From an optimization exercise on the open Yosys and OpenROAD flow, aimed at small area, a short achievable clock period and few clock cycles per item; shortcuts taken in it are not production practice.
The RTL was checked by simulation tests, not by an equivalence proof against the original design.
Power is estimated from default activity; no workload was simulated.

<file path="flow/design.v">
package fshl_pkg;
	localparam int TEMP_W      = 10;
	localparam int LEVEL_W     = 3;
	localparam int RPM_W       = 16;
	localparam int CFG_IDX_W   = 3;
	localparam int CFG_DATA_W  = 64;
	localparam int NUM_REGS    = 7;
	localparam int LEVELS_DEF  = 7;
	localparam int BYTE_W      = 8;
	localparam int RPM_LSB     = 48;
	localparam int ON_CPU_LSB  = 0;
	localparam int ON_REG_LSB  = 8;
	localparam int ON_CHG_LSB  = 16;
	localparam int OFF_CPU_LSB = 24;
	localparam int OFF_REG_LSB = 32;
	localparam int OFF_CHG_LSB = 40;
	typedef logic signed [TEMP_W-1:0] temp_t;
	typedef logic [CFG_DATA_W-1:0]    level_word_t;
	typedef logic [RPM_W-1:0]         rpm_t;
	function automatic logic [1:0] ucmp(input logic [TEMP_W-1:0] a, input logic [TEMP_W-1:0] b,
	                                    input int n);
		logic [15:0] g, e;
		for (int i = 0; i < 16; i++) begin
			if (i < n) begin
				g[i] = a[i] & ~b[i];
				e[i] = a[i] | ~b[i];
			end else begin
				g[i] = 1'b0;
				e[i] = 1'b1;
			end
		end
		for (int l = 0; l < 4; l++) begin
			for (int k = 0; k < (8 >> l); k++) begin
				g[k] = g[2*k+1] | (e[2*k+1] & g[2*k]);
				e[k] = g[2*k+1] | (e[2*k+1] & e[2*k]);
			end
		end
		ucmp = {g[0], e[0]};
	endfunction
	function automatic logic [1:0] scmp(input temp_t a, input temp_t b);
		scmp = ucmp({~a[TEMP_W-1], a[TEMP_W-2:0]}, {~b[TEMP_W-1], b[TEMP_W-2:0]}, TEMP_W);
	endfunction
	function automatic logic t_hi(input temp_t t);
		t_hi = ~t[9] & (t[8] | t[7]);
	endfunction
	function automatic logic t_lo(input temp_t t);
		t_lo = t[9] & ~(t[8] & t[7]);
	endfunction
	function automatic logic t_pos(input temp_t t);
		t_pos = ~t[9] & (|t[8:0]);
	endfunction
	function automatic logic [TEMP_W-1:0] t_byte(input temp_t t);
		t_byte = {2'b00, ~t[7], t[6:0]};
	endfunction
	function automatic logic [TEMP_W-1:0] b_byte(input logic [BYTE_W-1:0] b);
		b_byte = {2'b00, ~b[7], b[6:0]};
	endfunction
	function automatic logic gt_b(input temp_t t, input logic [BYTE_W-1:0] b);
		logic [1:0] c;
		c = ucmp(t_byte(t), b_byte(b), BYTE_W);
		gt_b = t_hi(t) | (~t_lo(t) & c[1]);
	endfunction
	function automatic logic lt_b(input temp_t t, input logic [BYTE_W-1:0] b);
		logic [1:0] c;
		c = ucmp(b_byte(b), t_byte(t), BYTE_W);
		lt_b = t_lo(t) | (~t_hi(t) & c[1]);
	endfunction
endpackage
module fshl_lane #(
	parameter bit DOWN = 1'b0
) (
	input  fshl_pkg::temp_t       t_cpu,
	input  fshl_pkg::temp_t       t_reg,
	input  fshl_pkg::temp_t       t_chg,
	input  logic [23:0]           pts,
	input  logic                  valid,
	input  logic                  zero_hit,
	output logic                  hit
);
	logic hit_pts;
	if (DOWN) begin : g_dn
		assign hit_pts = fshl_pkg::lt_b(t_cpu, pts[7:0]) && fshl_pkg::lt_b(t_reg, pts[15:8]) &&
		                 fshl_pkg::lt_b(t_chg, pts[23:16]);
	end else begin : g_up
		assign hit_pts = fshl_pkg::gt_b(t_cpu, pts[7:0]) ||
		                 (fshl_pkg::gt_b(t_reg, pts[15:8]) && fshl_pkg::gt_b(t_chg, pts[23:16]));
	end
	assign hit = valid ? hit_pts : zero_hit;
endmodule
module fshl_merge #(
	parameter int LEVELS = fshl_pkg::LEVELS_DEF,
	parameter int LW     = $clog2(LEVELS)
) (
	input  logic [LW-1:0]       lv_now,
	input  logic                fell,
	input  logic                rose,
	input  logic [LEVELS-1:0]   up_vec,
	input  logic [LEVELS-1:0]   dn_vec,
	output logic [LW-1:0]       lv_next
);
	logic [LW-1:0] lv_up;
	logic [LW-1:0] lv_dn;
	always_comb begin
		lv_up = LW'(LEVELS - 1);
		for (int j = LEVELS - 2; j >= 0; j--) begin
			if ((LW'(j) >= lv_now) && !up_vec[j]) begin
				lv_up = LW'(j);
			end
		end
	end
	always_comb begin
		lv_dn = '0;
		for (int j = 1; j < LEVELS; j++) begin
			if ((LW'(j) <= lv_now) && !dn_vec[j]) begin
				lv_dn = LW'(j);
			end
		end
	end
	always_comb begin
		if (fell) begin
			lv_next = lv_dn;
		end else if (rose) begin
			lv_next = lv_up;
		end else begin
			lv_next = lv_now;
		end
	end
endmodule
module fan_step_hysteresis_level #(
	parameter int LEVELS = fshl_pkg::LEVELS_DEF
) (
	input  logic                           clk,
	input  logic                           arst_n,
	input  logic                           in_valid,
	output logic                           in_stall,
	input  fshl_pkg::temp_t                cpu_temp,
	input  fshl_pkg::temp_t                temp_regulator,
	input  fshl_pkg::temp_t                charger_temp,
	input  logic                           powered,
	output logic                           out_valid,
	input  logic                           out_stall,
	output logic [fshl_pkg::RPM_W-1:0]     target_rpm,
	output logic [fshl_pkg::LEVEL_W-1:0]   fan_level,
	input  logic                           cfg_valid,
	output logic                           cfg_ready,
	input  logic [fshl_pkg::CFG_IDX_W-1:0] cfg_index,
	input  logic [fshl_pkg::CFG_DATA_W-1:0] cfg_data
);
	localparam int LW = $clog2(LEVELS);
	fshl_pkg::level_word_t level_reg_q [LEVELS];
	logic [LEVELS-1:0]     level_ok_q;
	fshl_pkg::temp_t last_cpu_q, last_reg_q, last_chg_q;
	logic            last_ok_q;
	logic              s1_valid_q;
	logic              s1_fell_q, s1_rose_q;
	logic [LEVELS-1:0] s1_up_q, s1_dn_q;
	logic           s2_valid_q;
	logic [LW-1:0]  level_now_q;
	logic           out_valid_q;
	logic [LW-1:0]  fan_level_q;
	fshl_pkg::rpm_t rpm_q;
	logic              in_acc, push, o_hold, s2_hold;
	logic              fell, rose, fell_l, rose_l, fell_0, rose_0;
	logic              up_zero, dn_zero;
	logic [LEVELS-1:0] up_vec, dn_vec;
	logic [1:0]        cmp_cpu, cmp_reg, cmp_chg;
	logic [LW-1:0]     lv_next;
	fshl_pkg::rpm_t    rpm_next;
	assign cfg_ready = 1'b1;
	assign o_hold    = out_valid_q && out_stall;
	assign s2_hold   = s2_valid_q && o_hold;
	assign in_stall  = s1_valid_q && s2_hold;
	assign in_acc    = in_valid && !in_stall;
	assign push      = in_acc && powered;
	for (genvar i = 0; i < LEVELS; i++) begin : g_tbl
		always_ff @(posedge clk) begin
			if (cfg_valid && (int'(cfg_index) == i)) begin
				level_reg_q[i] <= cfg_data;
			end
		end
	end
	always_ff @(posedge clk or negedge arst_n) begin
		if (!arst_n) begin
			level_ok_q <= '0;
		end else if (cfg_valid) begin
			for (int i = 0; i < LEVELS; i++) begin
				if (int'(cfg_index) == i) begin
					level_ok_q[i] <= 1'b1;
				end
			end
		end
	end
	always_ff @(posedge clk) begin
		if (push) begin
			last_cpu_q <= cpu_temp;
			last_reg_q <= temp_regulator;
			last_chg_q <= charger_temp;
		end
	end
	always_ff @(posedge clk or negedge arst_n) begin
		if (!arst_n) begin
			last_ok_q <= 1'b0;
		end else if (push) begin
			last_ok_q <= 1'b1;
		end
	end
	assign cmp_cpu = fshl_pkg::scmp(cpu_temp, last_cpu_q);
	assign cmp_reg = fshl_pkg::scmp(temp_regulator, last_reg_q);
	assign cmp_chg = fshl_pkg::scmp(charger_temp, last_chg_q);
	assign fell_l  = !cmp_cpu[0] || !cmp_reg[0] || !cmp_chg[0];
	assign rose_l  = cmp_cpu[1] || cmp_reg[1] || cmp_chg[1];
	assign fell_0  = cpu_temp[9] || temp_regulator[9] || charger_temp[9];
	assign rose_0  = fshl_pkg::t_pos(cpu_temp) || fshl_pkg::t_pos(temp_regulator) ||
	                 fshl_pkg::t_pos(charger_temp);
	assign fell    = last_ok_q ? fell_l : fell_0;
	assign rose    = last_ok_q ? rose_l : rose_0;
	assign up_zero = fshl_pkg::t_pos(cpu_temp) ||
	                 (fshl_pkg::t_pos(temp_regulator) && fshl_pkg::t_pos(charger_temp));
	assign dn_zero = cpu_temp[9] && temp_regulator[9] && charger_temp[9];
	for (genvar g = 0; g < LEVELS; g++) begin : g_lane
		if (g < LEVELS - 1) begin : g_up
			fshl_lane #(.DOWN(1'b0)) u_up (
				.t_cpu    (cpu_temp),
				.t_reg    (temp_regulator),
				.t_chg    (charger_temp),
				.pts      (level_reg_q[g][23:0]),
				.valid    (level_ok_q[g]),
				.zero_hit (up_zero),
				.hit      (up_vec[g])
			);
		end else begin : g_up_none
			assign up_vec[g] = 1'b0;
		end
		if (g > 0) begin : g_dn
			fshl_lane #(.DOWN(1'b1)) u_dn (
				.t_cpu    (cpu_temp),
				.t_reg    (temp_regulator),
				.t_chg    (charger_temp),
				.pts      (level_reg_q[g][47:24]),
				.valid    (level_ok_q[g]),
				.zero_hit (dn_zero),
				.hit      (dn_vec[g])
			);
		end else begin : g_dn_none
			assign dn_vec[g] = 1'b0;
		end
	end
	always_ff @(posedge clk or negedge arst_n) begin
		if (!arst_n) begin
			s1_valid_q <= 1'b0;
		end else if (!in_stall) begin
			s1_valid_q <= push;
		end
	end
	always_ff @(posedge clk) begin
		if (!in_stall) begin
			s1_fell_q <= fell;
			s1_rose_q <= rose;
			s1_up_q   <= up_vec;
			s1_dn_q   <= dn_vec;
		end
	end
	fshl_merge #(
		.LEVELS (LEVELS),
		.LW     (LW)
	) u_merge (
		.lv_now  (level_now_q),
		.fell    (s1_fell_q),
		.rose    (s1_rose_q),
		.up_vec  (s1_up_q),
		.dn_vec  (s1_dn_q),
		.lv_next (lv_next)
	);
	always_ff @(posedge clk or negedge arst_n) begin
		if (!arst_n) begin
			s2_valid_q  <= 1'b0;
			level_now_q <= '0;
		end else if (!s2_hold) begin
			s2_valid_q <= s1_valid_q;
			if (s1_valid_q) begin
				level_now_q <= lv_next;
			end
		end
	end
	always_comb begin
		rpm_next = '0;
		for (int i = 0; i < LEVELS; i++) begin
			if ((LW'(i) == level_now_q) && level_ok_q[i]) begin
				rpm_next = level_reg_q[i][fshl_pkg::RPM_LSB +: fshl_pkg::RPM_W];
			end
		end
	end
	always_ff @(posedge clk or negedge arst_n) begin
		if (!arst_n) begin
			out_valid_q <= 1'b0;
		end else if (!o_hold) begin
			out_valid_q <= s2_valid_q;
		end
	end
	always_ff @(posedge clk) begin
		if (!o_hold && s2_valid_q) begin
			rpm_q       <= rpm_next;
			fan_level_q <= level_now_q;
		end
	end
	assign out_valid  = out_valid_q;
	assign target_rpm = rpm_q;
	assign fan_level  = fshl_pkg::LEVEL_W'(fan_level_q);
endmodule
</file>
<file path="flow/run.sh">
#!/bin/bash
# synth_recipe.tcl (not shown) runs the flow's synth.tcl, then flattens the netlist and writes it again
# the make line also repeats each setting of config.mk as NAME=value (left out here)
make -C /OpenROAD-flow-scripts/flow DESIGN_CONFIG=/design/flow/config.mk WORK_HOME=/design/flow/orfs CLKGATE_MAP_FILE= SYNTH_SCRIPT=/design/flow/synth_recipe.tcl finish
</file>
<file path="flow/config.mk">
export PLATFORM = sky130hd
export DESIGN_NAME = fan_step_hysteresis_level
export DESIGN_NICKNAME = fan_step_hysteresis_level
export VERILOG_FILES = /design/flow/design.v
export SDC_FILE = /design/flow/constraint.sdc
export NUM_CORES = 4
export LEC_CHECK = 0
export CAP_MARGIN = 20
export CORE_MARGIN = 2
export CORE_UTILIZATION = 40
export CTS_BUF_LIST = sky130_fd_sc_hd__clkbuf_16
export CTS_CLUSTER_DIAMETER = 60
export CTS_CLUSTER_SIZE = 24
export SETUP_SLACK_MARGIN = 3.0
export SLEW_MARGIN = 20
</file>
<file path="flow/constraint.sdc">
create_clock -name core_clock -period 5.0 [get_ports {clk}]
set_input_delay 1.0000 -clock core_clock [delete_from_list [all_inputs] [get_ports {clk}]]
set_output_delay 1.0000 -clock core_clock [all_outputs]
set_load 0.01 [all_outputs]
</file>
==> results.yml, run 1 <==
sta:
  drv_slew: 0
  finalHoldViolCount: 0
  fmax_mhz: 407
  relSlewSlack_pct: 44.1
  skew_ns: 0.0365
  fin_crit_ns: 2.46
  worst_pin_slew_ns: 0.836
  fin_crit_sh_pct: 49.2
  setup_viol_count_final: 0
  rsz0062_at_grt: "yes"
  setup_tns_ns: 0
hold_path:
  hold-path-endpoint: "out_valid_q$_DFFE_PN0N_"
  holdPathStages: 1
  hp-start: "s2_valid_q$_DFFE_PN0N_"
  hp-class: "flip-flop to flip-flop"
power:
  leakagePower_nw: 8.97
  pwr-share-seq_pct: 50.7
  p_comb_share_pct: 16.7
  p_sw_mw: 2.59
  power_mw: 9.37
  swShare_pct: 27.6
  p_int_mw: 6.78
  ir_drop_mv: 0.224
  p_per_area_nw_per_um2: 350
  power_frac_clock_pct: 32.5
critical_path:
  reg2reg_from: "level_reg_q[4][24]$_DFFE_PP_"
  reg2reg_setup_slack_ns: 2.65
  endpoint_kind: "output pin"
  critical_path_required_ns: 4.00
  cp_num_buf_inv: 4
  crit_top_cell: "buf_6"
  max_stage_delay_ns: 0.14
  path_cells: "buf_6 -> nand4_1 -> buf_6 -> inv_4 -> buf_6"
  r2r_end: "s1_dn_q[4]$_DFFE_PN_"
  cp_slowest_cell: "buf_6"
  reg2reg_depth: 7
  critPathArrivalTime_ns: 1.46
  worst_setup_path_start_kind: "input port"
  path_delay_family: "buffers and inverters"
  crit_cells: 5
  crit_fanout: 4
  crit_type: "input port to output pin"
grt:
  antenna_found_initial: 3
  grt_overflow: 0
  grt_pass1_wl_um: 85800
  grt_max_degree: 66
  grt_pass1_vias: 13800
  grtUsageTotal_pct: 21.5
cts:
  clock_sinks: 477
  cts_buffers: 35
  ctsLongestPathBuffers: 3
  cts_root_buf: "clkbuf_16"
  htreeDepth: 2
  ctsHoldBuffers: 0
  cts_tree: "done"
  clkSlewWorstSetupHoldPaths_ns: 0.08
  clock_latency_ns: 0.60
drt:
  viasPerCell: 5.73
  drt_iter0_drc: 1264
  drc_errors: 0
  routedWlPerCell_um: 23.9
  vias: 14100
  drtPass1Iterations: 5
  routed_wl_um: 58700
  drtAntennaViolNets: 0
final_layout:
  final_common_cell: "edfxtp_1"
  multi_input_area_um2: 7010
  nNetsFinal: 1854
  layout.cells.most_common_list: "463 x edfxtp_1, 129 x buf_4, 82 x maj3_2"
  nFillCells: 4187
  ff_latch_area_um2: 14300
  synthToLayoutAreaGrowth_pct: 30.2
  drive_gt1_share_pct: 31.8
yosys:
  ys_warn_count: 6
  async_reset_ff_share_pct: 2.94
  dominantRegCellSynth: "edfxtp_1"
  synthesis.area_um2: 20500
  synth-seq-cells: 477
  syn_nets: 1579
  synth_cell_types: 63
  ys_seq_area_share_pct: 69.4
  synth_enable_flop_cells: 463
  avgSynthCellArea_um2: 13.9
  syn_inst: 1476
floorplan:
  fp.dieArea_um2: 53200
  coreArea_um2: 51000
  die_x_um: 231
  rows: 83
  initial_core_util_pct: 40.3
  ioPinCount: 125
  dieHeight_um: 231
placement:
  dpl.hpwl_um: 34800
  gp_congestion: 0.874
  port_buffers: 123
status:
  status: "complete, no violations"
job:
  drv_cap: 0
## per-layer routing
| layer | part of all wire (%) | vias up | track usage [%] | routed length, um |
|---|---|---|---|---|
| li1 | - | 6306 | - | - |
| met1 | 43 | 7160 | 29.3 | 25200 |
| met2 | 47 | 515 | 34.6 | 27800 |
| met3 | 6.2 | 106 | 3.56 | 3670 |
| met4 | 3.5 | 4 | 8.41 | 2070 |
| met5 | 0.039 | - | 0 | 23 |
## cells by family after synthesis
kind of cell	after synthesis	synth area share, %
DFF	477	69.4
AOI/OAI and AO/OA	372	12.7
and+or+nand+nor	347	8.64
buffers and inverters	150	2.86
adders and majority gates	129	6.41
other	1	0.0183
## repair_timing
item	CTS	global route
setup buffers	115	22
hold endpoints to repair	0	0
cloned	11	5
gates resized for setup	503	59
endpoints found under the setup margin	489	208
pin swaps	115	46
## cell type report
| class | instances | area share, % |
|---|---|---|
| diodes | 1 | 0.00936 |
| clock buffers | 35 | 3.27 |
| inverters | 86 | 1.65 |
| clock inverters | 29 | 1.30 |
| repair inverters | 6 | 0.136 |
| multi-input cells | 850 | 26.2 |
| flip-flops and latches | 477 | 53.3 |
| well taps | 680 | 3.18 |
| repair buffers | 295 | 10.9 |
## cells in the mapped netlist (5+ instances only)
master     count  share of area (%)
edfxtp_1     463                 68
maj3_1       108                5.3
inv_1         81                1.5
nand2_1       76                1.4
nor2_1        62                1.1
o21ai_0       59                1.4
nand2b_1      58                1.8
nor2b_1       58                1.8
a21oi_1       56                1.4
clkbuf_1      51               0.93
a22oi_1       39                1.4
nand3_1       33               0.80
o22ai_1       25               0.76
a31oi_1       24               0.73
maj3_2        21                1.2
nor3_1        19               0.46
a221o_1       18               0.88
a221oi_1      16               0.68
o211ai_1      16               0.58
o221ai_1      16               0.68
dfrtp_1       14                1.7
or2_2         11               0.34
o21ai_1       10               0.24
a2111oi_0      9               0.38
a21o_1         9               0.33
a22o_1         9               0.38
nor4_1         9               0.27
and3_1         8               0.24
o2111ai_1      7               0.30
o2bb2ai_1      7               0.30
o22a_1         6               0.26
o32ai_1        6               0.26
a211oi_1       5               0.18
buf_2          5               0.12
inv_2          5              0.091
## flip-flops by register name (all words and copies together), names as in the netlist, 3 cells and up
name / count
fan_level_q: 3
s1_up_q: 6
level_ok_q: 7
level_now_q: 3
last_cpu_q: 10
s1_dn_q: 6
rpm_q: 16
level_reg_q: 400
last_chg_q: 10
last_reg_q: 10
## power by group through the flow
stage                     Combinational (mW)  Sequential [mW]  Clock, mW
after floorplan                        0.774             4.80          0
after global placement                  1.28             4.84          0
after detailed placement                1.30             4.84          0
after CTS                               1.49             4.75       3.11
after global routing                    1.69             4.78       3.25
final                                   1.57             4.75       3.05
## stage by stage
step	utilization, %	instances	area, um2	hold WS, ns	worst slack [ns]
after floorplan	-	1476	21000	0.423	1.95
after global placement	45.1	2241	23000	0.474	1.10
after detailed placement	45.1	2241	23000	0.485	1.09
after CTS	51.6	2431	26300	0.503	2.55
after global routing	52.5	2458	26700	0.531	2.51
final	52.5	2459	26700	0.510	2.54
## worst max-delay path by stage
stage / startpoint / end / slack, ns
2_1_floorplan: cfg_valid / level_reg_q[4][0]$_DFFE_PP_ / 1.95
5_1_grt: out_stall / in_stall / 2.51
3_5_place_dp: charger_temp[0] / s1_dn_q[4]$_DFFE_PN_ / 1.09
3_3_place_gp: charger_temp[0] / s1_dn_q[4]$_DFFE_PN_ / 1.10
6_report: out_stall / in_stall / 2.54
4_1_cts: s1_valid_q$_DFFE_PN0N_ / in_stall / 2.55
Testbench counts, summed over its fixed seeds: cycles 4,822, items 4,255.
==> inputs of run 2 (changes only) <==
--- a/flow/config.mk
+++ b/flow/config.mk
@@ -15 +15,2 @@
 export SLEW_MARGIN = 20
+export TNS_END_PERCENT = 10
==> run 2 against run 1 <==
Against the previous run:
- core utilization is 0.90 points lower
- still clean on timing, DRC and antenna
- count of clock-buffer cells in the layout is 4 higher
- critical endpoint unchanged
- via count is 2.3% lower
==> results.yml, run 2 <==
final_layout:
  final_area_um2: 26300
  final_common_cell: "edfxtp_1"
  fin_util_pct: 51.6
  drive_gt1_share_pct: 29.4
  antennaDiodeCount: 0
  layout.cells.most_common_list: "463 x edfxtp_1, 114 x buf_4, 75 x maj3_2"
  synthToLayoutAreaGrowth_pct: 28.0
  reg_top3: "level_reg_q (400), rpm_q (16)"
  top_register: "level_reg_q"
  nNetsFinal: 1826
  largest_register_ffs: 400
sta:
  worst_pin_slew_ns: 1.13
  setup_viol_count_final: 0
  skew_ns: 0.0283
  fmax_mhz: 392
  relSlewSlack_pct: 24.3
  setup_tns_ns: 0
  fin_crit_ns: 2.55
  drv_slew: 0
  setup_ws_ns: 2.45
  finalHoldViolCount: 0
  fin_crit_sh_pct: 51.0
  rsz0062_at_grt: "yes"
power:
  leakagePower_nw: 8.78
  ir_drop_mv: 0.227
  p_int_mw: 6.90
  power_frac_clock_pct: 34.1
  swShare_pct: 27.0
  p_per_area_nw_per_um2: 360
  pwr-share-seq_pct: 50.3
  p_sw_mw: 2.56
  p_comb_share_pct: 15.6
drt:
  viasPerCell: 5.66
  drc_errors: 0
  drtAntennaViolNets: 0
  vias: 13800
  drtPass1Iterations: 6
  routedWlPerCell_um: 23.4
  drt_iter0_drc: 1321
  routed_wl_um: 57000
grt:
  grt_busiest_layer: "met2"
  met2_usage_pct: 36.7
  grtUsageTotal_pct: 21.5
  grt_max_degree: 66
  antenna_found_initial: 3
  grt_overflow: 0
  grt_util_met1_pct: 28.2
  use_met3_pct: 3.35
  grt_pass1_vias: 13900
  grt_pass1_wl_um: 86100
yosys:
  yosysTopAreaCellShare_pct: 67.7
  dominantRegCellSynth: "edfxtp_1"
  synth_xor_area_share_pct: 0
  ys_seq_area_share_pct: 69.4
  synth_enable_flop_cells: 463
  synth_top_family_by_area: "compound AO/OA/AOI/OAI gates"
  syn_inst: 1476
  synth-seq-cells: 477
  ys_warn_count: 6
  synth.area.mux_share_pct: 0
  synth_area_leaders: "edfxtp_1 68%, maj3_1 5.3%, nand2b_1 1.8%"
  synth_adder_area_share_pct: 6.41
  yosys.area_share.simple_pct: 8.64
  synth.most_common_cell: "edfxtp_1"
  avgSynthCellArea_um2: 13.9
  synth_compound_area_share_pct: 12.7
  async_reset_ff_share_pct: 2.94
  yosysTopAreaCell: "edfxtp_1"
  syn_nets: 1579
  synth_common_cells: "463 x edfxtp_1, 108 x maj3_1, 81 x inv_1, 76 x nand2_1, 62 x nor2_1"
  synth_cell_types: 63
  synthesis.area_um2: 20500
placement:
  port_buffers: 123
  dp_slack_ns: 1.02
  dpl.hpwl_um: 34900
  gp_congestion: 0.880
  dpl-instance-area_um2: 22700
hold_path:
  hp-class: "flip-flop to flip-flop"
  hold-path-endpoint: "s2_valid_q$_DFFE_PN0N_"
  hp-start: "s1_valid_q$_DFFE_PN0N_"
  holdPathStages: 1
floorplan:
  rows: 83
  dieHeight_um: 231
  die_x_um: 231
  fp.dieArea_um2: 53200
  ioPinCount: 125
  initial_core_util_pct: 40.3
  coreArea_um2: 51000
status:
  status: "complete, no violations"
cts:
  cts_root_buf: "clkbuf_16"
  cts_tree: "done"
  clock_latency_ns: 0.58
  htreeDepth: 2
  clock_sinks: 477
  clkSlewWorstSetupHoldPaths_ns: 0.08
  cts_buffers: 37
  ctsLongestPathBuffers: 3
critical_path:
  critical_path_required_ns: 4.00
  critPathArrivalTime_ns: 1.55
  reg2reg_setup_slack_ns: 2.58
  crit_fanout: 2
  r2r_end: "s1_dn_q[4]$_DFFE_PN_"
  endpoint_kind: "output pin"
  reg2reg_depth: 7
  crit_type: "input port to output pin"
  worst_setup_path_start_kind: "input port"
  reg2reg_from: "level_reg_q[4][24]$_DFFE_PP_"
job:
  drv_cap: 0
-- run 2: worst max-delay path by stage --
stage	start	end	slack, ns	cells past startpoint
finish	out_stall	in_stall	2.45	5
CTS	out_stall	in_stall	2.43	5
floorplan	cfg_valid	level_reg_q[4][0]$_DFFE_PP_	1.95	2
global placement	cpu_temp[0]	s1_dn_q[4]$_DFFE_PN_	1.04	8
global route	out_stall	in_stall	2.40	5
detailed placement	charger_temp[0]	s1_up_q[2]$_DFFE_PN_	1.02	8
-- run 2: cell type report --
type	instances	area, um2
timing repair inverter	5	33.8
inverter	86	437
timing repair buffer	266	2560
fill	4188	24700
sequential	477	14300
multi-input combinational	850	6840
clock buffer	39	976
clock inverter	29	333
tap	680	851
-- run 2: power by group through the flow --
stage | registers [mW] | logic [mW] | clock network, mW
6_report | 4.76 | 1.47 | 3.22
5_1_grt | 4.78 | 1.59 | 3.41
4_1_cts | 4.75 | 1.49 | 3.27
3_5_place_dp | 4.84 | 1.27 | 0
3_3_place_gp | 4.83 | 1.25 | 0
2_1_floorplan | 4.80 | 0.735 | 0
-- run 2: routing by layer --
layer | part of all wire, % | vias to the layer above
met4 | 2.9 | 6
met1 | 41 | 6913
li1 | - | 6254
met5 | 0.067 | -
met3 | 6.1 | 107
met2 | 50 | 487
-- run 2: what timing repair did --
action / in CTS / in global routing
setup buffers: 108 / 1
hold buffers: 0 / 0
resized for setup: 516 / 47
pin swaps: 145 / 4
cloned: 10 / 0
setup endpoints to repair: 488 / 271
-- run 2: logic make-up (layout without fill, tap and decap cells) --
kind of cell               after synthesis  after routing
other                                    1              1
adders and majority gates              129            129
buffers and inverters                  150            425
DFF                                    477            477
and+or+nand+nor                        347            348
AOI/OAI and AO/OA                      372            372
-- run 2: stage by stage --
stage / power [mW] / hold WS [ns] / std cells
after floorplan: 5.53 / 0.423 / 1476
after global placement: 6.08 / 0.476 / 2245
after detailed placement: 6.10 / 0.481 / 2245
after CTS: 9.51 / 0.500 / 2431
after global routing: 9.78 / 0.530 / 2432
final: 9.45 / 0.496 / 2432
-- run 2: worst max-delay path, stage by stage --
cell	delay [ns]
buf_8	0.10
nand4_1	0.08
buf_6	0.12
clkinvlp_4	0.11
buf_6	0.14
==> inputs of run 3 (changes only) <==
--- a/flow/config.mk
+++ b/flow/config.mk
@@ -10,7 +10,3 @@
 export CORE_UTILIZATION = 40
-export CTS_BUF_LIST = sky130_fd_sc_hd__clkbuf_16
-export CTS_CLUSTER_DIAMETER = 60
-export CTS_CLUSTER_SIZE = 24
 export SETUP_SLACK_MARGIN = 3.0
 export SLEW_MARGIN = 20
-export TNS_END_PERCENT = 10
==> run 3 against run 2 <==
Against the previous run:
- synthesized cell count unchanged
- maximum frequency increased by 2.7%
- register-to-register slack improved by 0.07 ns
- non-clock buffer count increased by 22
- count of clock-buffer cells in the layout increased by 22
- first-iteration DRC count decreased by 18%
- synthesized area unchanged
- clock power increased by 21%
- global-route usage increased by 0.44 points
- sequential share of layout area decreased by 1.8 points
- core utilization increased by 1.8 points
- design area increased by 3.4%
- largest power group unchanged
==> results.yml, run 3 <==
final_layout:
  reg_top3: "level_reg_q (400), rpm_q (16)"
  final_area_um2: 27200
  top_register: "level_reg_q"
  layout.cells.most_common_list: "463 x edfxtp_1, 129 x buf_4, 84 x maj3_2"
  largest_register_ffs: 400
  nFillCells: 4122
  synthToLayoutAreaGrowth_pct: 32.4
  nNetsFinal: 1862
  drive_gt1_share_pct: 32.1
  final_common_cell: "edfxtp_1"
yosys:
  synth_enable_flop_cells: 463
  dominantRegCellSynth: "edfxtp_1"
  synth-seq-cells: 477
  syn_inst: 1476
  synth_area_leaders: "edfxtp_1 68%, maj3_1 5.3%, nand2b_1 1.8%"
  syn_nets: 1579
  synth_common_cells: "463 x edfxtp_1, 108 x maj3_1, 81 x inv_1, 76 x nand2_1, 62 x nor2_1"
  yosysTopAreaCell: "edfxtp_1"
  ys_seq_area_share_pct: 69.4
  avgSynthCellArea_um2: 13.9
  yosysTopAreaCellShare_pct: 67.7
  synth.most_common_cell: "edfxtp_1"
  async_reset_ff_share_pct: 2.94
  ys_warn_count: 6
  synthesis.area_um2: 20500
  synth_cell_types: 63
critical_path:
  worst_setup_path_start_kind: "input port"
  crit_top_cell: "buf_6"
  crit_type: "input port to output pin"
  crit_cells: 5
  reg2reg_depth: 7
  crit_fanout: 4
  path_delay_family: "buffers and inverters"
  cp_slowest_cell: "buf_6"
  path_cells: "buf_4 -> nand4_1 -> buf_6 -> inv_4 -> buf_6"
  max_stage_delay_ns: 0.14
  critical_path_required_ns: 4.00
  critPathArrivalTime_ns: 1.48
  cp_num_buf_inv: 4
  endpoint_kind: "output pin"
grt:
  grt_pass1_wl_um: 87600
  antenna_found_initial: 4
  grt_pass1_vias: 14000
  grt_overflow: 0
  met2_usage_pct: 35.4
  grt_max_degree: 66
  grt_util_met1_pct: 29.8
  use_met3_pct: 3.90
  grtUsageTotal_pct: 21.9
  grt_busiest_layer: "met2"
sta:
  fmax_mhz: 403
  fin_crit_sh_pct: 49.6
  finalHoldViolCount: 0
  rsz0062_at_grt: "yes"
  setup_viol_count_final: 0
  setup_tns_ns: 0
  hold_ws_ns: 0.506
  relSlewSlack_pct: 44.8
  skew_ns: 0.0362
  worst_pin_slew_ns: 0.825
  fin_crit_ns: 2.48
  drv_slew: 0
power:
  p_per_area_nw_per_um2: 376
  p_comb_share_pct: 15.3
  power_frac_clock_pct: 38.2
  pwr-share-seq_pct: 46.6
  p_int_mw: 7.63
  leakagePower_nw: 9.17
  swShare_pct: 25.5
  ir_drop_mv: 0.269
  p_sw_mw: 2.61
  power_mw: 10.2
cts:
  cts_buffers: 51
  ctsLongestPathBuffers: 3
  htreeDepth: 2
  ctsHoldBuffers: 0
  clock_latency_ns: 0.62
  clock_sinks: 477
  cts_tree: "done"
  cts_root_buf: "clkbuf_16"
  clkSlewWorstSetupHoldPaths_ns: 0.07
drt:
  drtPass1Iterations: 6
  drtAntennaViolNets: 0
  drt_iter0_drc: 1084
  drc_errors: 0
  viasPerCell: 5.67
  routedWlPerCell_um: 23.5
  vias: 14100
  routed_wl_um: 58400
floorplan:
  coreArea_um2: 51000
  rows: 83
  die_x_um: 231
  ioPinCount: 125
  fp.dieArea_um2: 53200
  initial_core_util_pct: 40.3
  dieHeight_um: 231
job:
  drv_cap: 0
status:
  status: "complete, no violations"
placement:
  dpl-instance-area_um2: 23000
  dpl.hpwl_um: 34800
  gp_congestion: 0.874
  port_buffers: 123
hold_path:
  hp-class: "flip-flop to flip-flop"
  holdPathStages: 1
run 3: cell counts after synthesis:
No cell type changed its count.
run 3: cell families (layout without fill, tap and decap cells):
logic type                 Yosys count  after routing  share of synthesized area (%)
buffers and inverters              150            473                           2.86
DFF                                477            477                           69.4
and+or+nand+nor                    347            348                           8.64
AOI/OAI and AO/OA                  372            372                           12.7
other                                1              3                         0.0183
adders and majority gates          129            129                           6.41
run 3: path summary, 6_finish.rpt:
check,end,from,slack [ns]
hold / removal,out_valid_q$_DFFE_PN0N_,s2_valid_q$_DFFE_PN0N_,0.51
min in group asynchronous,s2_valid_q$_DFFE_PN0N_,arst_n,0.85
setup reg to reg,s1_dn_q[4]$_DFFE_PN_,level_reg_q[4][24]$_DFFE_PP_,2.65
hold reg to reg,out_valid_q$_DFFE_PN0N_,s2_valid_q$_DFFE_PN0N_,0.51
setup / recovery,in_stall,out_stall,2.52
max in group asynchronous,level_now_q[1]$_DFFE_PN0P_,arst_n,3.58
run 3: timing repair:
| item | in CTS | in global routing |
|---|---|---|
| endpoints found under the setup margin | 487 | 72 |
| pin swaps | 107 | 54 |
| cloned | 12 | 0 |
| gates resized for setup | 495 | 47 |
| setup buffers | 108 | 25 |
run 3: per-layer routing:
metal  up-vias  wire (um)
li1       6337          -
met1      7132      24800
met2       498      28000
met3       108       3570
met4         4       2000
met5         -         27
run 3: cell type report:
| cell class | instances | area [um2] | share of cell area, % |
|---|---|---|---|
| Timing Repair inverter | 5 | 31.3 | 0.115 |
| Timing Repair Buffer | 288 | 2900 | 10.7 |
| Clock inverter | 33 | 403 | 1.48 |
| Multi-Input combinational cell | 850 | 6970 | 25.6 |
| Antenna cell | 2 | 5.00 | 0.0184 |
| Clock buffer | 61 | 1330 | 4.91 |
| Inverter | 86 | 437 | 1.61 |
| Tap cell | 680 | 851 | 3.13 |
| Sequential cell | 477 | 14300 | 52.4 |
run 3: per-stage QoR:
step           util (%)  setup slack, ns  std cells
2_1_floorplan         -             1.95       1476
3_3_place_gp       45.1             1.10       2241
3_5_place_dp       45.1             1.09       2241
4_1_cts            52.5             2.52       2455
5_1_grt            53.3             2.47       2481
6_report           53.3             2.52       2482
run 3: power groups by stage:
stage | registers [mW] | clock network (mW) | logic (mW)
floorplan | 4.80 | 0 | 0.774
global placement | 4.84 | 0 | 1.28
detailed placement | 4.84 | 0 | 1.30
CTS | 4.76 | 3.97 | 1.48
global route | 4.78 | 4.14 | 1.69
finish | 4.76 | 3.90 | 1.56
==> inputs of run 4 (changes only) <==
--- a/flow/config.mk
+++ b/flow/config.mk
@@ -10,3 +10,3 @@
 export CORE_UTILIZATION = 40
-export SETUP_SLACK_MARGIN = 3.0
+export SETUP_SLACK_MARGIN = 4.0
 export SLEW_MARGIN = 20
==> run 4 against run 3 <==
Against the previous run:
- critical endpoint unchanged
- synthesized cell count did not move
- first-iteration DRC count grew 43%
- clock power fell by 5%
- die area stayed put
- final cell count is 5.4% higher
==> results.yml, run 4 <==
cts:
  clock_latency_ns: 0.61
  clkSlewWorstSetupHoldPaths_ns: 0.06
  cts_tree: "done"
  htreeDepth: 2
  cts_buffers: 50
  ctsLongestPathBuffers: 3
  cts_root_buf: "clkbuf_16"
  clock_sinks: 477
drt:
  routed_wl_um: 68300
  routedWlPerCell_um: 26.1
  vias: 15300
  drc_errors: 0
  drt_iter0_drc: 1549
  viasPerCell: 5.83
  drtAntennaViolNets: 0
  drtPass1Iterations: 6
yosys:
  ys_warn_count: 6
  synth_enable_flop_cells: 463
  synth_area_leaders: "edfxtp_1 68%, maj3_1 5.3%, nand2b_1 1.8%"
  async_reset_ff_share_pct: 2.94
  synth_cell_types: 63
  avgSynthCellArea_um2: 13.9
  synth.most_common_cell: "edfxtp_1"
  yosysTopAreaCellShare_pct: 67.7
  syn_nets: 1579
  synthesis.area_um2: 20500
  synth_common_cells: "463 x edfxtp_1, 108 x maj3_1, 81 x inv_1, 76 x nand2_1, 62 x nor2_1"
  dominantRegCellSynth: "edfxtp_1"
  ys_seq_area_share_pct: 69.4
  syn_inst: 1476
  synth-seq-cells: 477
  yosysTopAreaCell: "edfxtp_1"
floorplan:
  dieHeight_um: 231
  ioPinCount: 125
  coreArea_um2: 51000
  initial_core_util_pct: 40.3
  die_x_um: 231
  rows: 83
  fp.dieArea_um2: 53200
placement:
  port_buffers: 123
  dp_slack_ns: 1.07
  dpl-instance-area_um2: 23100
  placed_cells: 2238
  gp_congestion: 0.869
  dpl.hpwl_um: 33600
grt:
  grtUsageTotal_pct: 25.3
  grt_max_degree: 17
  grt_overflow: 0
  grt_pass1_wl_um: 98100
  grt_pass1_vias: 15200
  antenna_found_initial: 4
final_layout:
  largest_register_ffs: 400
  final_cell_count_no_fill: 2616
  drive_gt1_share_pct: 40.2
  nNetsFinal: 1999
  antennaDiodeCount: 0
  top_register: "level_reg_q"
  layout.cells.most_common_list: "463 x edfxtp_1, 106 x buf_4, 84 x buf_6"
  synthToLayoutAreaGrowth_pct: 46.6
  multi_input_area_um2: 7160
  final_common_cell: "edfxtp_1"
  final_area_um2: 30100
  reg_top3: "level_reg_q (400), rpm_q (16)"
  fin_util_pct: 59.1
  nFillCells: 3771
  ff_latch_area_um2: 14300
critical_path:
  critical_path_required_ns: 4.00
  crit_fanout: 2
  reg2reg_setup_slack_ns: 2.67
  cp_slowest_cell: "buf_6"
  max_stage_delay_ns: 0.13
  path_delay_family: "buffers and inverters"
  crit_top_cell: "buf_6"
  crit_type: "input port to output pin"
  critPathArrivalTime_ns: 1.45
  endpoint_kind: "output pin"
  worst_setup_path_start_kind: "input port"
  cp_num_buf_inv: 4
  path_cells: "buf_8 -> nand4_1 -> buf_6 -> inv_8 -> buf_6"
sta:
  setup_ws_ns: 2.55
  setup_viol_count_final: 0
  rsz0062_at_grt: "yes"
  relSlewSlack_pct: 59.4
  hold_ws_ns: 0.423
  setup_tns_ns: 0
  worst_pin_slew_ns: 0.603
  fin_crit_ns: 2.45
  skew_ns: 0.0160
  finalHoldViolCount: 0
  fmax_mhz: 409
  fin_crit_sh_pct: 48.9
  drv_slew: 0
power:
  ir_drop_mv: 0.253
  leakagePower_nw: 10.5
  power_mw: 10.5
  p_per_area_nw_per_um2: 347
status:
  status: "complete, no violations"
hold_path:
  hp-class: "input port to async pin"
job:
  drv_cap: 0
==> run 4: cell counts after synthesis <==
Identical to the previous run, type by type.
==> run 4: what timing repair did <==
action                     in CTS  in global routing
gates resized for setup       777                 97
setup endpoints to repair     974                547
hold buffers                    0                  0
buffers inserted              190                 31
gates cloned                   63                  2
pin swaps                     129                 78
==> run 4: logic make-up after synthesis <==
kind of cell | count (synthesis) | share of synthesized area, %
simple gates | 347 | 8.64
fa+ha+maj | 129 | 6.41
compound gates | 372 | 12.7
buf+inv | 150 | 2.86
other cells | 1 | 0.0183
flops | 477 | 69.4
==> run 4: layout make-up <==
class	instances	area share [%]
inverter	86	1.47
sequential	477	47.4
clock inverter	32	0.997
multi-input combinational	851	23.8
timing repair buffer	424	19.1
timing repair inverter	6	0.129
tap	680	2.82
clock buffer	60	4.38
==> run 4: routing by layer <==
metal,global-route usage [%],vias to the layer above,share of wire (%)
met2,42.0,722,49
met4,11.1,8,4.4
met5,0,-,0.072
met1,31.6,7725,38
li1,-,6641,-
met3,5.81,162,8.6
==> run 4: path summary, 6_finish.rpt <==
check / startpoint / endpoint / depth (start not counted)
worst max-delay path: out_stall / in_stall / 5
worst min-delay path: arst_n / out_valid_q$_DFFE_PN0N_ / 1
worst max register to register: level_reg_q[4][24]$_DFFE_PP_ / s1_dn_q[4]$_DFFE_PN_ / 7
worst min register to register: s1_valid_q$_DFFE_PN0N_ / s2_valid_q$_DFFE_PN0N_ / 1
max in group asynchronous: arst_n / level_now_q[0]$_DFFE_PN0P_ / 1
min in group core_clock: s1_valid_q$_DFFE_PN0N_ / s2_valid_q$_DFFE_PN0N_ / 1
==> run 4: report_power, final <==
group          switching (mW)  internal (mW)  leakage [nW]  total (mW)
Sequential              0.103           4.64          4.38        4.74
Combinational            1.05          0.955          5.35        2.00
Clock                    1.61           2.10         0.801        3.72
==> run 4: worst reg2reg max path, cell delays in order, from the launching register on <==
cell,delay [ns]
edfxtp_1,0.34
nor2b_1,0.13
maj3_2,0.29
maj3_2,0.30
maj3_2,0.29
maj3_2,0.31
a211o_1,0.30
o2bb2ai_1,0.13
==> inputs of run 5 (changes only) <==
--- a/flow/config.mk
+++ b/flow/config.mk
@@ -9,4 +9,5 @@
 export CORE_MARGIN = 2
-export CORE_UTILIZATION = 40
-export SETUP_SLACK_MARGIN = 4.0
+export CORE_UTILIZATION = 65
+export PLACE_DENSITY = 0.8
+export SETUP_SLACK_MARGIN = 3.0
 export SLEW_MARGIN = 20
==> run 5 against run 4 <==
Against the previous run:
- core utilization rose by 24 points
- maximum frequency is 3.0% lower
- clock power fell by 7.8%
- non-clock buffer count shrank 162
- flip-flop and latch count unchanged
- setup slack worse by 0.075 ns
- largest power group unchanged
- highest routed layer unchanged
- critical path type is now input port to flip-flop
- via count decreased by 4.2%
- count of clock-buffer cells in the layout shrank 5
- synthesized cell count unchanged
- still clean on timing, DRC and antenna
- critical endpoint is now s1_dn_q[4]$_DFFE_PN_
==> results.yml, run 5 <==
critical_path:
  crit_fanout: 14
  critical_path_required_ns: 5.29
  endpoint_kind: "flip-flop"
  cp_num_buf_inv: 1
  path_cells: "buf_12 -> nor2b_1 -> maj3_2 -> maj3_2 -> maj3_2 -> maj3_2 -> a211o_1 -> o2bb2ai_1"
  critPathArrivalTime_ns: 2.81
  max_stage_delay_ns: 0.31
  worst_setup_path_start_kind: "input port"
  crit_top_cell: "maj3_2"
  path_delay_family: "adder cells"
  crit_type: "input port to flip-flop"
  cp_slowest_cell: "a211o_1"
yosys:
  yosysTopAreaCell: "edfxtp_1"
  synth_area_leaders: "edfxtp_1 68%, maj3_1 5.3%, nand2b_1 1.8%"
  syn_inst: 1476
  syn_nets: 1579
  synth_enable_flop_cells: 463
  dominantRegCellSynth: "edfxtp_1"
  synth.most_common_cell: "edfxtp_1"
  yosysTopAreaCellShare_pct: 67.7
  ys_seq_area_share_pct: 69.4
  async_reset_ff_share_pct: 2.94
  avgSynthCellArea_um2: 13.9
  synth_cell_types: 63
  synth-seq-cells: 477
  synth_common_cells: "463 x edfxtp_1, 108 x maj3_1, 81 x inv_1, 76 x nand2_1, 62 x nor2_1"
  synthesis.area_um2: 20500
  ys_warn_count: 6
grt:
  grtUsageTotal_pct: 33.9
  grt_overflow: 0
  grt_pass1_wl_um: 84700
  antenna_found_initial: 1
  grt_max_degree: 66
  grt_pass1_vias: 14400
sta:
  setup_tns_ns: 0
  relSlewSlack_pct: 44.6
  finalHoldViolCount: 0
  rsz0062_at_grt: "yes"
  skew_ns: 0.0238
  fmax_mhz: 397
  drv_slew: 0
  worst_pin_slew_ns: 0.828
  setup_ws_ns: 2.48
  fin_crit_ns: 2.52
  fin_crit_sh_pct: 50.4
  setup_viol_count_final: 0
final_layout:
  synthToLayoutAreaGrowth_pct: 27.2
  largest_register_ffs: 400
  top_register: "level_reg_q"
  drive_gt1_share_pct: 28.8
  reg_top3: "level_reg_q (400), rpm_q (16)"
  layout.cells.most_common_list: "463 x edfxtp_1, 100 x buf_4, 77 x maj3_2"
  fin_util_pct: 83.4
  final_common_cell: "edfxtp_1"
  nNetsFinal: 1831
cts:
  cts_root_buf: "clkbuf_16"
  cts_buffers: 47
  htreeDepth: 2
  clock_sinks: 477
  cts_tree: "done"
  ctsLongestPathBuffers: 3
  clkSlewWorstSetupHoldPaths_ns: 0.06
  ctsHoldBuffers: 0
  clock_latency_ns: 0.56
floorplan:
  coreArea_um2: 31300
  initial_core_util_pct: 65.6
  fp.dieArea_um2: 33000
  rows: 65
  ioPinCount: 125
  dieHeight_um: 182
  die_x_um: 182
drt:
  drt_iter0_drc: 1942
  drtAntennaViolNets: 0
  viasPerCell: 6.74
  routed_wl_um: 56500
  routedWlPerCell_um: 26.1
  drc_errors: 0
  vias: 14600
  drtPass1Iterations: 5
placement:
  dp_slack_ns: 0.991
  gp_congestion: 0.924
  port_buffers: 123
  dpl.hpwl_um: 32600
status:
  status: "complete, no violations"
power:
  ir_drop_mv: 0.329
  leakagePower_nw: 8.87
  p_per_area_nw_per_um2: 371
job:
  drv_cap: 0
hold_path:
  hp-class: "flip-flop to flip-flop"
run 5: cell types whose count changed in the layout (fill, tap and decap cells not counted), sizes merged, moves of 8 or more:
cell,before,now
dlygate4sd2,47,6
clkdlybuf4s50,0,67
clkbuf,69,56
buf,354,178
clkdlybuf4s15,13,5
run 5: stage by stage:
stage	total power, mW	hold WS [ns]	instance area [um2]	instances
after floorplan	5.58	0.423	21000	1476
after global placement	6.07	0.475	22600	1969
after detailed placement	6.11	0.491	22600	1969
after CTS	9.62	0.514	25800	2153
after global routing	9.98	0.556	26100	2167
final	9.70	0.529	26100	2168
run 5: cell type report:
class / instances / area [um2]
antenna: 1 / 2.50
clock buffer: 55 / 1250
clock inverter: 31 / 240
fill: 1525 / 5190
inverter: 86 / 433
multi-input combinational: 851 / 6800
sequential: 477 / 14300
tap: 402 / 503
timing repair buffer: 262 / 2610
timing repair inverter: 3 / 20.0
run 5: report_power, final:
| part | switching [mW] | total [mW] | internal, mW |
|---|---|---|---|
| clock | 1.45 | 3.43 | 1.98 |
| combinational | 0.844 | 1.50 | 0.653 |
| sequential | 0.135 | 4.77 | 4.63 |
run 5: worst paths after layout:
kind | start | to | slack (ns) | depth (start not counted)
worst max-delay path | cpu_temp[0] | s1_dn_q[4]$_DFFE_PN_ | 2.48 | 8
max in group asynchronous | arst_n | level_now_q[0]$_DFFE_PN0P_ | 3.50 | 1
worst min register to register | s1_valid_q$_DFFE_PN0N_ | s2_valid_q$_DFFE_PN0N_ | 0.53 | 1
min in group asynchronous | arst_n | level_ok_q[1]$_DFFE_PN0P_ | 0.92 | 1
worst max register to register | level_reg_q[4][24]$_DFFE_PP_ | s1_dn_q[4]$_DFFE_PN_ | 2.59 | 7
worst min-delay path | s1_valid_q$_DFFE_PN0N_ | s2_valid_q$_DFFE_PN0N_ | 0.53 | 1
run 5: worst register-to-register path: cells and delay by family, from the launching register on:
family,cells,cell delay [ns]
AO/OA/AOI/OAI,2,0.46
adder cells (fa/ha/maj),4,1.19
flip-flops,1,0.36
AND/OR/NAND/NOR,1,0.14
run 5: what timing repair did:
| action | CTS | global route |
|---|---|---|
| pin swaps | 79 | 45 |
| buffers inserted | 88 | 13 |
| resized for setup | 427 | 61 |
| cloned | 10 | 1 |
| setup endpoints to repair | 505 | 210 |
run 5: kinds of logic after synthesis:
group	share of synthesized area [%]
compound gates	12.7
fa+ha+maj	6.41
buf+inv	2.86
flops	69.4
other cells	0.0183
simple gates	8.64
run 5: per-layer routing:
| layer | share of wire (%) | vias up | track usage (%) | routed length, um |
|---|---|---|---|---|
| met5 | 0.019 | - | 0 | 11 |
| li1 | - | 6289 | - | - |
| met3 | 9.2 | 210 | 5.13 | 5220 |
| met2 | 48 | 925 | 56.1 | 27000 |
| met1 | 38 | 7185 | 45.7 | 21400 |
| met4 | 5.0 | 2 | 14.2 | 2820 |
==> inputs of run 6 (changes only) <==
--- a/flow/config.mk
+++ b/flow/config.mk
@@ -9,4 +9,6 @@
 export CORE_MARGIN = 2
-export CORE_UTILIZATION = 65
-export PLACE_DENSITY = 0.8
+export CORE_UTILIZATION = 40
+export CTS_BUF_LIST = sky130_fd_sc_hd__clkbuf_16
+export CTS_CLUSTER_DIAMETER = 80
+export CTS_CLUSTER_SIZE = 32
 export SETUP_SLACK_MARGIN = 3.0
==> run 6 against run 5 <==
Against the previous run:
- register-to-register slack better by 0.03 ns
- maximum frequency up 1.6%
- flip-flop and latch count unchanged
- count of clock-buffer cells in the layout shrank 26
- clock power fell by 19%
- hold slack got worse by 0.0096 ns
- first-iteration DRC count is 45% lower
- die area increased by 61%
==> results.yml, run 6 <==
yosys:
  synth.area.mux_share_pct: 0
  synth_enable_flop_cells: 463
  avgSynthCellArea_um2: 13.9
  ys_warn_count: 6
  ys_seq_area_share_pct: 69.4
  synth_compound_area_share_pct: 12.7
  syn_nets: 1579
  async_reset_ff_share_pct: 2.94
  yosysTopAreaCellShare_pct: 67.7
  synth.most_common_cell: "edfxtp_1"
  synth_adder_area_share_pct: 6.41
  synth-seq-cells: 477
  dominantRegCellSynth: "edfxtp_1"
  syn_inst: 1476
  yosys.area_share.simple_pct: 8.64
  synth_common_cells: "463 x edfxtp_1, 108 x maj3_1, 81 x inv_1, 76 x nand2_1, 62 x nor2_1"
  synth_cell_types: 63
  synth_area_leaders: "edfxtp_1 68%, maj3_1 5.3%, nand2b_1 1.8%"
  synthesis.area_um2: 20500
  synth_top_family_by_area: "compound AO/OA/AOI/OAI gates"
  yosysTopAreaCell: "edfxtp_1"
  synth_xor_area_share_pct: 0
floorplan:
  initial_core_util_pct: 40.3
  coreArea_um2: 51000
  ioPinCount: 125
  rows: 83
  fp.dieArea_um2: 53200
  dieHeight_um: 231
  die_x_um: 231
final_layout:
  reg_top3: "level_reg_q (400), rpm_q (16)"
  layout.cells.most_common_list: "463 x edfxtp_1, 137 x buf_4, 84 x maj3_2"
  ff_latch_area_um2: 14300
  synthToLayoutAreaGrowth_pct: 30.4
  drive_gt1_share_pct: 31.9
  nNetsFinal: 1856
  multi_input_area_um2: 7010
  top_register: "level_reg_q"
  nFillCells: 4161
  fin_util_pct: 52.5
  final_common_cell: "edfxtp_1"
  largest_register_ffs: 400
status:
  status: "complete, no violations"
placement:
  gp_congestion: 0.874
  dpl.hpwl_um: 34800
  dp_slack_ns: 1.09
  port_buffers: 123
drt:
  drtPass1Iterations: 6
  viasPerCell: 5.67
  drt_iter0_drc: 1071
  drc_errors: 0
  vias: 13900
  routedWlPerCell_um: 23.7
  routed_wl_um: 58200
  drtAntennaViolNets: 0
critical_path:
  crit_top_cell: "buf_6"
  endpoint_kind: "output pin"
  path_cells: "buf_4 -> nand4_1 -> buf_6 -> inv_4 -> buf_6"
  max_stage_delay_ns: 0.14
  worst_setup_path_start_kind: "input port"
  crit_type: "input port to output pin"
  cp_slowest_cell: "buf_6"
  critical_path_required_ns: 4.00
  path_delay_family: "buffers and inverters"
  critPathArrivalTime_ns: 1.48
  crit_fanout: 4
  cp_num_buf_inv: 4
sta:
  finalHoldViolCount: 0
  fmax_mhz: 403
  skew_ns: 0.0228
  relSlewSlack_pct: 44.8
  fin_crit_sh_pct: 49.6
  setup_tns_ns: 0
  rsz0062_at_grt: "yes"
  setup_viol_count_final: 0
  hold_ws_ns: 0.520
  fin_crit_ns: 2.48
  worst_pin_slew_ns: 0.826
  setup_ws_ns: 2.52
  drv_slew: 0
cts:
  htreeDepth: 1
  cts_root_buf: "clkbuf_16"
  clkSlewWorstSetupHoldPaths_ns: 0.11
  ctsLongestPathBuffers: 3
  cts_tree: "done"
  clock_sinks: 477
  cts_buffers: 28
  ctsHoldBuffers: 0
  clock_latency_ns: 0.61
grt:
  grtUsageTotal_pct: 21.5
  grt_pass1_vias: 13900
  grt_overflow: 0
  antenna_found_initial: 4
  grt_pass1_wl_um: 86100
  grt_max_degree: 66
job:
  drv_cap: 0
power:
  pwr-share-seq_pct: 52.1
  p_sw_mw: 2.57
  p_int_mw: 6.56
  p_per_area_nw_per_um2: 341
  swShare_pct: 28.1
  ir_drop_mv: 0.280
  power_mw: 9.13
  power_frac_clock_pct: 30.5
  p_comb_share_pct: 17.4
  leakagePower_nw: 8.98
hold_path:
  hp-class: "flip-flop to flip-flop"
[run 6: repair_timing]
item | CTS | global route
buffers inserted | 116 | 27
gates cloned | 17 | 2
gates resized for setup | 500 | 64
setup endpoints to repair | 489 | 119
pin swaps | 112 | 49
[run 6: path summary, 6_finish.rpt]
path | cells past startpoint | end | slack (ns) | startpoint
worst max-delay path | 5 | in_stall | 2.52 | out_stall
worst min-delay path | 1 | out_valid_q$_DFFE_PN0N_ | 0.52 | s2_valid_q$_DFFE_PN0N_
worst max register to register | 7 | s1_dn_q[4]$_DFFE_PN_ | 2.62 | level_reg_q[4][24]$_DFFE_PP_
worst min register to register | 1 | out_valid_q$_DFFE_PN0N_ | 0.52 | s2_valid_q$_DFFE_PN0N_
max in group asynchronous | 1 | level_now_q[1]$_DFFE_PN0P_ | 3.57 | arst_n
min in group asynchronous | 1 | s2_valid_q$_DFFE_PN0N_ | 0.85 | arst_n
[run 6: final cells by class]
cell class | instances | share of cell area [%]
clock inverter | 23 | 1.34
multi-input combinational | 850 | 26.2
tap | 680 | 3.18
timing repair inverter | 7 | 0.173
inverter | 86 | 1.63
antenna | 2 | 0.0187
clock buffer | 29 | 2.71
sequential | 477 | 53.2
timing repair buffer | 303 | 11.5
[run 6: routing by layer]
| layer | track usage [%] | up-vias | wire length [um] |
|---|---|---|---|
| met4 | 7.88 | 4 | 2090 |
| met3 | 3.21 | 110 | 3750 |
| met2 | 35.4 | 509 | 27900 |
| li1 | - | 6313 | - |
| met1 | 28.9 | 6998 | 24400 |
| met5 | 0 | - | 27 |
[run 6: power groups by stage]
| stage | Clock [mW] | Sequential, mW | Combinational, mW |
|---|---|---|---|
| 6_report | 2.78 | 4.75 | 1.59 |
| 4_1_cts | 2.83 | 4.75 | 1.50 |
| 5_1_grt | 2.98 | 4.78 | 1.71 |
| 3_5_place_dp | 0 | 4.84 | 1.30 |
| 2_1_floorplan | 0 | 4.80 | 0.774 |
| 3_3_place_gp | 0 | 4.84 | 1.28 |
[run 6: logic make-up after synthesis]
kind of cell	count (synthesis)
compound gates	372
fa+ha+maj	129
buf+inv	150
flops	477
other cells	1
simple gates	347
[run 6: stage by stage]
stage | instance area, um2 | instances
detailed placement | 23000 | 2241
global placement | 23000 | 2241
global route | 26800 | 2456
finish | 26800 | 2457
CTS | 26300 | 2426
floorplan | 21000 | 1476
==> inputs of run 7 (changes only) <==
==> flow/flow/run.sh (new file) <==
#!/bin/bash
# Own layout flow: the standard layout (standard.sh, unchanged synthesis) with extra
# ORFS settings in a config that includes the standard flow's config.mk:
#  - port buffers start as buf_1 (repair still resizes them where timing needs it);
#  - power recovery after global routing downsizes cells on paths with slack.
# Each tool's output goes to a log file in this folder.
set -euo pipefail
here=$(pwd)
{
	echo "include $here/config.mk"
	echo "export BUFFER_PORTS_ARGS = -buffer_cell sky130_fd_sc_hd__buf_1"
	echo "export RECOVER_POWER = 100"
} > "$here/flow_config.mk"
sed "s#DESIGN_CONFIG=[^ ]*#DESIGN_CONFIG=$here/flow_config.mk#" standard.sh > own_standard.sh
bash own_standard.sh > flow_make.log 2>&1
==> flow/standard.sh (new file) <==
#!/bin/bash
# synth_recipe.tcl (not shown) runs the flow's synth.tcl, then flattens the netlist and writes it again
# the make line also repeats each setting of config.mk as NAME=value (left out here)
make -C /OpenROAD-flow-scripts/flow DESIGN_CONFIG=/design/flow/config.mk WORK_HOME=/design/flow/orfs CLKGATE_MAP_FILE= SYNTH_SCRIPT=/design/flow/synth_recipe.tcl "${@:-finish}"
--- a/flow/config.mk
+++ b/flow/config.mk
@@ -10,5 +10,2 @@
 export CORE_UTILIZATION = 40
-export CTS_BUF_LIST = sky130_fd_sc_hd__clkbuf_16
-export CTS_CLUSTER_DIAMETER = 80
-export CTS_CLUSTER_SIZE = 32
 export SETUP_SLACK_MARGIN = 3.0
removed: flow/run.sh
==> run 7 against run 6 <==
Against the previous run:
- the layout now fails its checks (max-capacitance violations, max-slew violations)
- core utilization down 3.3 points
- non-clock buffer count is 81 lower
- hold slack improved by 0.0021 ns
- clock skew about the same
- synthesized area unchanged
- sequential share of layout area grew 3.6 points
- largest cell class unchanged
- highest routed layer unchanged
==> results.yml, run 7 <==
status:
  status: "complete, but fails checks"
  violations: "max-capacitance violations, max-slew violations"
yosys:
  yosys.area_share.simple_pct: 8.64
  synth_cell_types: 63
  synth_common_cells: "463 x edfxtp_1, 108 x maj3_1, 81 x inv_1, 76 x nand2_1, 62 x nor2_1"
  synth_enable_flop_cells: 463
  async_reset_ff_share_pct: 2.94
  dominantRegCellSynth: "edfxtp_1"
  syn_nets: 1579
  ys_seq_area_share_pct: 69.4
  synth_xor_area_share_pct: 0
  synthesis.area_um2: 20500
  synth_area_leaders: "edfxtp_1 68%, maj3_1 5.3%, nand2b_1 1.8%"
  synth_adder_area_share_pct: 6.41
  synth_compound_area_share_pct: 12.7
  synth.most_common_cell: "edfxtp_1"
  syn_inst: 1476
  synth_top_family_by_area: "compound AO/OA/AOI/OAI gates"
  synth-seq-cells: 477
  avgSynthCellArea_um2: 13.9
  ys_warn_count: 6
  synth.area.mux_share_pct: 0
  yosysTopAreaCellShare_pct: 67.7
  yosysTopAreaCell: "edfxtp_1"
cts:
  cts_buffers: 51
  clkSlewWorstSetupHoldPaths_ns: 0.06
  cts_root_buf: "clkbuf_16"
  clock_latency_ns: 0.60
  htreeDepth: 2
  ctsLongestPathBuffers: 3
  clock_sinks: 477
  cts_tree: "done"
  ctsHoldBuffers: 0
job:
  drv_cap: 9
floorplan:
  die_x_um: 231
  initial_core_util_pct: 40.3
  fp.dieArea_um2: 53200
  ioPinCount: 125
  rows: 83
  coreArea_um2: 51000
  dieHeight_um: 231
hold_path:
  hp-class: "flip-flop to flip-flop"
  holdPathStages: 1
drt:
  routed_wl_um: 56500
  routedWlPerCell_um: 23.4
  vias: 13600
  drt_iter0_drc: 1081
  drtAntennaViolNets: 0
  drc_errors: 0
  drtPass1Iterations: 7
  viasPerCell: 5.61
final_layout:
  nNetsFinal: 1797
  largest_register_ffs: 400
  reg_top3: "level_reg_q (400), rpm_q (16)"
  layout.cells.most_common_list: "463 x edfxtp_1, 136 x clkbuf_1, 72 x nand2_1"
  final_common_cell: "edfxtp_1"
  final_area_um2: 25100
  top_register: "level_reg_q"
  nFillCells: 4397
  drive_gt1_share_pct: 21.3
  synthToLayoutAreaGrowth_pct: 22.1
sta:
  relSlewSlack_pct: -70.8
  finalHoldViolCount: 0
  worst_pin_slew_ns: 2.56
  fin_crit_ns: 3.47
  fin_crit_sh_pct: 69.4
  fmax_mhz: 288
  hold_ws_ns: 0.522
  drv_slew: 323
  setup_viol_count_final: 0
  skew_ns: 0.0233
  setup_tns_ns: 0
  rsz0062_at_grt: "yes"
grt:
  grt_overflow: 0
  grt_pass1_wl_um: 83800
  grt_max_degree: 66
  grt_pass1_vias: 13500
  grtUsageTotal_pct: 21.0
  antenna_found_initial: 6
power:
  p_int_mw: 7.30
  p_sw_mw: 2.50
  power_frac_clock_pct: 37.9
  leakagePower_nw: 8.09
  ir_drop_mv: 0.272
  p_comb_share_pct: 13.4
  pwr-share-seq_pct: 48.7
  swShare_pct: 25.5
  p_per_area_nw_per_um2: 391
critical_path:
  critical_path_required_ns: 5.35
  endpoint_kind: "flip-flop"
  crit_fanout: 15
  reg2reg_depth: 6
  critPathArrivalTime_ns: 3.82
  worst_setup_path_start_kind: "input port"
  crit_type: "input port to flip-flop"
  reg2reg_setup_slack_ns: 2.02
placement:
  dpl.hpwl_um: 35300
  gp_congestion: 0.896
  dpl-instance-area_um2: 22100
  port_buffers: 123
## run 7: final timing paths
| kind | start | to |
|---|---|---|
| setup / recovery | charger_temp[7] | s1_fell_q$_DFFE_PN_ |
| min in group asynchronous | arst_n | out_valid_q$_DFFE_PN0N_ |
| hold / removal | s2_valid_q$_DFFE_PN0N_ | out_valid_q$_DFFE_PN0N_ |
| max in group asynchronous | arst_n | s1_valid_q$_DFFE_PN0N_ |
| setup reg to reg | s2_valid_q$_DFFE_PN0N_ | last_cpu_q[1]$_DFFE_PP_ |
| hold reg to reg | s2_valid_q$_DFFE_PN0N_ | out_valid_q$_DFFE_PN0N_ |
## run 7: per-layer routing
metal | part of all wire [%] | GRT usage [%] | vias up
met5 | 0.10 | 0 | -
met4 | 2.3 | 5.77 | 8
met3 | 6.5 | 3.66 | 99
met2 | 48 | 34.7 | 491
met1 | 43 | 28.5 | 6774
li1 | - | - | 6198
## run 7: area by class of cell
| cell class | instances | area, um2 | share of cell area (%) |
|---|---|---|---|
| diodes | 3 | 7.51 | 0.0299 |
| clock buffers | 59 | 1310 | 5.21 |
| clock inverters | 36 | 345 | 1.38 |
| inverters | 86 | 430 | 1.72 |
| multi-input cells | 851 | 6560 | 26.2 |
| flip-flops and latches | 477 | 14300 | 56.9 |
| well taps | 680 | 851 | 3.39 |
| repair buffers | 222 | 1280 | 5.12 |
| repair inverters | 5 | 31.3 | 0.125 |
## run 7: repair_timing
action | 4_1_cts | 5_1_grt
pin swaps | 58 | 42
resized for setup | 205 | 81
setup buffers | 62 | 14
setup endpoints to repair | 320 | 111
cloned | 9 | 0
## run 7: power groups by stage
stage / registers (mW) / clock network [mW] / logic [mW]
2_1_floorplan: 4.80 / 0 / 0.774
3_3_place_gp: 4.83 / 0 / 1.16
3_5_place_dp: 4.84 / 0 / 1.18
4_1_cts: 4.76 / 3.78 / 1.32
5_1_grt: 4.78 / 3.93 / 1.43
6_report: 4.77 / 3.71 / 1.32
## run 7: per-stage QoR
stage / utilization, % / setup WS, ns / power (mW) / cells
floorplan: - / 1.95 / 5.58 / 1476
global placement: 43.4 / 1.35 / 6.00 / 2236
detailed placement: 43.4 / 1.30 / 6.02 / 2236
CTS: 49.2 / 2.56 / 9.86 / 2402
global route: 49.2 / 1.49 / 10.1 / 2417
finish: 49.2 / 1.53 / 9.80 / 2419
## run 7: cells by family (layout without fill, tap and decap cells)
logic type,after synthesis,count (layout)
compound gates,372,372
other cells,1,4
buf+inv,150,408
flops,477,477
fa+ha+maj,129,129
simple gates,347,349
## run 7: worst max-delay path, cell delays in order
cell and delay, ns:
clkbuf_1 0.68, clkinvlp_2 0.63, clkbuf_4 0.27, maj3_2 0.33, o22ai_4 0.21, a211oi_1 0.11, nor4_1 0.47, a21oi_2 0.11

## separate check: timing with driven ports
How much do the figures lean on ideal ports? The routed layouts below were timed once more, with nothing changed but the port constraints. Step 1 (the two cells are an assumption about what drives the block):
set clk [get_ports {clk}]
set_driving_cell -lib_cell sky130_fd_sc_hd__clkbuf_16 $clk
set_driving_cell -lib_cell sky130_fd_sc_hd__buf_2 [delete_from_list [all_inputs] $clk]
Step 2 times the ports against the registers' clock, not the clock port: input delays grow and output delays shrink by t, the midpoint of the rising clock arrivals with the driver on. Three values: no drivers, after step 1, after step 2; two values: the first two.
run | t, ns | slack for setup (ns) | hold slack, ns | worst setup path at the end | worst data-port slew with drivers (ns)
run 1 | 0.635 | 2.540 / 2.502 / 1.930 | 0.510 / 0.510 / 0.510 | input to register | 0.14
run 2 | 0.621 | 2.452 / 2.412 / 1.917 | 0.496 / 0.496 / 0.496 | input to register | 0.16
run 3 | 0.660 | 2.518 / 2.481 / 1.887 | 0.506 / 0.506 / 0.506 | input to register | 0.15
run 4 | 0.659 | 2.555 / 2.460 / 1.904 | 0.423 / 0.427 / 0.498 | input to register | 0.09
run 5 | 0.601 | 2.480 / 2.463 / 1.863 | 0.529 / 0.529 / 0.529 | input to register | 0.07
run 6 | 0.655 | 2.519 / 2.475 / 1.914 | 0.520 / 0.520 / 0.520 | input to register | 0.15
run 7 | 0.649 | 1.532 / 1.558 / 0.909 | 0.522 / 0.508 / 0.522 | input to register | 0.09
The setup slack of run 4, which loses most, moves by -0.095 ns with the drivers and by -0.651 ns with both steps.
